This design comes from an exercise in tuning for small area and a short achievable clock period on the open sky130 flow, not from production work.
RTL that was checked went through simulation tests only; none was proved equivalent to the original.
Power is estimated from default activity; no workload was simulated.

## xenon
==> flow/design.v <==
`default_nettype none
package rqfbi_pkg;
	localparam int RQFBI_DEPTH     = 16;
	localparam int RQFBI_ITEM_BITS = 32;
	localparam int KIND_W          = 3;
	localparam int DATA_W          = 32;
	localparam int CAP_W           = 5;
	localparam logic [KIND_W-1:0] KIND_SEND_BACK  = 3'd0;
	localparam logic [KIND_W-1:0] KIND_SEND_FRONT = 3'd1;
	localparam logic [KIND_W-1:0] KIND_RECEIVE    = 3'd2;
	localparam logic [KIND_W-1:0] KIND_PEEK       = 3'd3;
	localparam logic [KIND_W-1:0] KIND_DROP_FRONT = 3'd4;
	localparam logic [KIND_W-1:0] KIND_FLUSH      = 3'd5;
	typedef struct packed {
		logic [KIND_W-1:0] kind;
		logic [DATA_W-1:0] item_data;
	} rqfbi_cmd_t;
	typedef struct packed {
		logic              accepted;
		logic [DATA_W-1:0] out_data;
		logic [CAP_W-1:0]  items_held;
		logic [CAP_W-1:0]  slots_free;
		logic              is_empty;
		logic              is_full;
	} rqfbi_res_t;
endpackage
`default_nettype wire
`default_nettype none
module ring_queue_front_back_insert #(
	parameter int DEPTH     = rqfbi_pkg::RQFBI_DEPTH,
	parameter int ITEM_BITS = rqfbi_pkg::RQFBI_ITEM_BITS
) (
	input  wire logic                          clk,
	input  wire logic                          arst_n,
	input  wire logic                          start,
	output logic                               busy,
	input  wire rqfbi_pkg::rqfbi_cmd_t         cmd,
	input  wire logic                          cfg_valid,
	output logic                               cfg_ready,
	input  wire logic [rqfbi_pkg::CAP_W-1:0]   cfg_data,
	output logic                               done,
	output rqfbi_pkg::rqfbi_res_t              result
);
	localparam int IDX_W = 4;
	localparam int CW    = rqfbi_pkg::CAP_W;
	logic [ITEM_BITS-1:0] mem [16];
	logic [ITEM_BITS-1:0] rd_data_q;
	logic [CW-1:0]    held_q;
	logic [CW-1:0]    free_q;
	logic [CW-1:0]    cap_q;
	logic             nempty_q;
	logic             full_q;
	logic [15:0]      head_q;
	logic [IDX_W-1:0] tail_q;
	logic             done_q;
	logic             ready_q;
	logic             acc_s1;
	logic [CW-1:0]    res_held_q;
	logic [CW-1:0]    res_free_q;
	logic             res_empty_q;
	logic             res_full_q;
	logic [CW-1:0]    held_d;
	logic [CW-1:0]    free_d;
	logic             nempty_d;
	logic             full_d;
	logic [15:0]      head_d;
	logic [IDX_W-1:0] tail_d;
	logic [15:0]      tail_dec;
	logic             fire;
	logic             cfg_fire;
	logic [CW-1:0]    cap_sat;
	logic             is_sb, is_sf, is_rd, is_pop, is_flush;
	logic             do_push, do_pop, rd_ok;
	logic             acc_d;
	logic [15:0]      we;
	logic [ITEM_BITS-1:0] front;
	assign busy      = cfg_valid;
	assign cfg_ready = ready_q;
	assign fire      = start & ~cfg_valid;
	assign cfg_fire  = cfg_valid & ready_q;
	always_comb begin
		if (cfg_data == '0) begin
			cap_sat = CW'(1);
		end else if (cfg_data > CW'(16)) begin
			cap_sat = CW'(16);
		end else begin
			cap_sat = cfg_data;
		end
	end
	assign is_sb    = cmd.kind == rqfbi_pkg::KIND_SEND_BACK;
	assign is_sf    = cmd.kind == rqfbi_pkg::KIND_SEND_FRONT;
	assign is_rd    = (cmd.kind == rqfbi_pkg::KIND_RECEIVE) | (cmd.kind == rqfbi_pkg::KIND_PEEK);
	assign is_pop   = (cmd.kind == rqfbi_pkg::KIND_RECEIVE) | (cmd.kind == rqfbi_pkg::KIND_DROP_FRONT);
	assign is_flush = cmd.kind == rqfbi_pkg::KIND_FLUSH;
	assign do_push = (is_sb | is_sf) & ~full_q;
	assign do_pop  = is_pop & nempty_q;
	assign rd_ok   = is_rd & nempty_q;
	assign acc_d   = do_push | rd_ok | do_pop | is_flush;
	always_comb begin
		for (int i = 0; i < 16; i++) begin
			we[i] = ~held_q[CW-1] & (tail_dec[i] | head_q[(i + 1) % 16]);
		end
	end
	always_comb begin
		for (int i = 0; i < 16; i++) begin
			tail_dec[i] = tail_q == IDX_W'(i);
		end
	end
	always_ff @(posedge clk) begin
		for (int i = 0; i < 16; i++) begin
			if (we[i]) begin
				mem[i] <= ITEM_BITS'(cmd.item_data);
			end
		end
	end
	always_comb begin
		front = '0;
		for (int i = 0; i < 16; i++) begin
			front = front | ({ITEM_BITS{head_q[i]}} & mem[i]);
		end
	end
	always_ff @(posedge clk) begin
		rd_data_q <= {ITEM_BITS{rd_ok}} & front;
		acc_s1    <= acc_d;
	end
	always_comb begin
		held_d  = held_q;
		free_d  = free_q;
		nempty_d = nempty_q;
		full_d  = full_q;
		head_d  = head_q;
		tail_d  = tail_q;
		if (cfg_fire) begin
			held_d  = '0;
			free_d  = cap_sat;
			nempty_d = 1'b0;
			full_d  = 1'b0;
			head_d  = 16'd1;
			tail_d  = '0;
		end else if (fire) begin
			if (is_flush) begin
				held_d  = '0;
				free_d  = cap_q;
				nempty_d = 1'b0;
				full_d  = 1'b0;
				head_d  = 16'd1;
				tail_d  = '0;
			end else if (do_push) begin
				held_d  = held_q + CW'(1);
				free_d  = free_q - CW'(1);
				nempty_d = 1'b1;
				full_d  = free_q == CW'(1);
				if (is_sf) begin
					head_d = {head_q[0], head_q[15:1]};
				end else begin
					tail_d = tail_q + IDX_W'(1);
				end
			end else if (do_pop) begin
				held_d  = held_q - CW'(1);
				free_d  = free_q + CW'(1);
				nempty_d = held_q != CW'(1);
				full_d  = 1'b0;
				head_d  = {head_q[14:0], head_q[15]};
			end
		end
	end
	always_ff @(posedge clk or negedge arst_n) begin
		if (!arst_n) begin
			held_q   <= '0;
			free_q   <= CW'(16);
			nempty_q <= 1'b0;
			cap_q    <= CW'(16);
			full_q   <= 1'b0;
			head_q   <= 16'd1;
			tail_q   <= '0;
			done_q   <= 1'b0;
			ready_q  <= 1'b1;
		end else begin
			done_q   <= fire;
			ready_q  <= ~fire;
			held_q   <= held_d;
			free_q   <= free_d;
			nempty_q <= nempty_d;
			if (cfg_fire) begin
				cap_q <= cap_sat;
			end
			full_q   <= full_d;
			head_q   <= head_d;
			tail_q   <= tail_d;
		end
	end
	always_ff @(posedge clk) begin
		res_held_q  <= held_d;
		res_free_q  <= free_d;
		res_empty_q <= ~nempty_d;
		res_full_q  <= full_d;
	end
	assign done = done_q;
	always_comb begin
		result            = '0;
		result.accepted   = acc_s1;
		result.out_data   = rqfbi_pkg::DATA_W'(rd_data_q);
		result.items_held = res_held_q;
		result.slots_free = res_free_q;
		result.is_empty   = res_empty_q;
		result.is_full    = res_full_q;
	end
endmodule
`default_nettype wire
`default_nettype none
module rqfbi_top (
	input  wire logic        clk,
	input  wire logic        arst_n,
	input  wire logic        start,
	output logic             busy,
	input  wire logic [2:0]  cmd_kind,
	input  wire logic [31:0] cmd_data,
	input  wire logic        cfg_valid,
	output logic             cfg_ready,
	input  wire logic [4:0]  cfg_data,
	output logic             done,
	output logic             res_accepted,
	output logic [31:0]      res_out_data,
	output logic [4:0]       res_items_held,
	output logic [4:0]       res_slots_free,
	output logic             res_is_empty,
	output logic             res_is_full
);
	rqfbi_pkg::rqfbi_cmd_t cmd;
	rqfbi_pkg::rqfbi_res_t result;
	assign cmd.kind      = cmd_kind;
	assign cmd.item_data = cmd_data;
	ring_queue_front_back_insert u_q (
		.clk       (clk),
		.arst_n    (arst_n),
		.start     (start),
		.busy      (busy),
		.cmd       (cmd),
		.cfg_valid (cfg_valid),
		.cfg_ready (cfg_ready),
		.cfg_data  (cfg_data),
		.done      (done),
		.result    (result)
	);
	assign res_accepted   = result.accepted;
	assign res_out_data   = result.out_data;
	assign res_items_held = result.items_held;
	assign res_slots_free = result.slots_free;
	assign res_is_empty   = result.is_empty;
	assign res_is_full    = result.is_full;
endmodule
`default_nettype wire
clock: 4.0 ns
lec_check: 0
cap_margin: 20
core_margin: 2
core_utilization: 40
cts_cluster_diameter: 100
cts_cluster_size: 25
setup_slack_margin: 2.0
slew_margin: 20
standard.sh (not shown) runs the stock make flow with config.mk's settings and CLKGATE_MAP_FILE= SYNTH_SCRIPT=/design/flow/synth_recipe.tcl, a recipe that flattens the netlist after the stock synthesis.
==> flow/flow/run.sh <==
#!/bin/bash
# standard layout, with plain buffers (not delay cells) on the ports
set -o pipefail
bash standard.sh "BUFFER_PORTS_ARGS=-buffer_cell sky130_fd_sc_hd__buf_2" finish > standard.log 2>&1
For delta, these inputs were changed with respect to xenon:
diff --git a/flow/design.v b/flow/design.v
--- a/flow/design.v
+++ b/flow/design.v
@@ -73,11 +73,11 @@
 	logic             do_push, do_pop, rd_ok;
 	logic             acc_d;
 	logic [15:0]      we;
 	logic [ITEM_BITS-1:0] front;
 	assign busy      = cfg_valid;
-	assign cfg_ready = ready_q;
+	assign cfg_ready = ~done_q;
 	assign fire      = start & ~cfg_valid;
 	assign cfg_fire  = cfg_valid & ready_q;
 	always_comb begin
 		if (cfg_data == '0) begin
 			cap_sat = CW'(1);
Findings:
Biggest cell delay along the critical path down 0.13 ns in delta wrt xenon
Summary of delta over xenon: non-clock buffer count in the final layout went up by about 10%; final-layout non-clock buffer area share increased by 0.66 points relative to the old numbers; switching fraction of total power closely matched the old numbers; highest achievable clock rate climbed about 2.1%.
cfg_ready as the critical path endpoint was reported by xenon, and res_out_data[31] by delta.
Number of non-filler instances in the completed layout: delta vs xenon up 50
The time the final worst path needs with I/O delays and setup of delta was superior to that of xenon.
| switching component of the power | higher: delta |
No functional check of the RTL was part of xenon.

==> static timing again, ports no longer ideal <==
No port has a modelled driver above. Below, the same layouts with a new extraction and two added sets of constraints.
Step 1: set_driving_cell puts a clkbuf_16 on clk and a buf_2 on each other input, an assumption about the parent block.
Step 2 adds t to the input delays and takes it off the output delays; t is the mean of the earliest and latest rising clock arrival at the registers after step 1. Input paths then give back, and output paths get back, about the clock's delay inside the block.
Slacks: ideal / step 1 / step 2; pairs: ideal / step 1.
| run | t (ns) | slack for setup (ns) | latest minus earliest clock arrival (ns) | worst slew at a driven data input, ns | cell pins on the clock port's net |
|---|---|---|---|---|---|
| xenon | 0.666 | 1.970 / 1.913 / 1.420 | 0.063 / 0.063 | 0.10 | 1 |
| delta | 0.664 | 2.013 / 1.953 / 1.427 | 0.046 / 0.046 | 0.10 | 1 |
After both steps every run listed still meets setup and hold. For delta, which loses most, drivers alone change the setup slack by -0.060 ns; drivers and shift together by -0.586 ns.
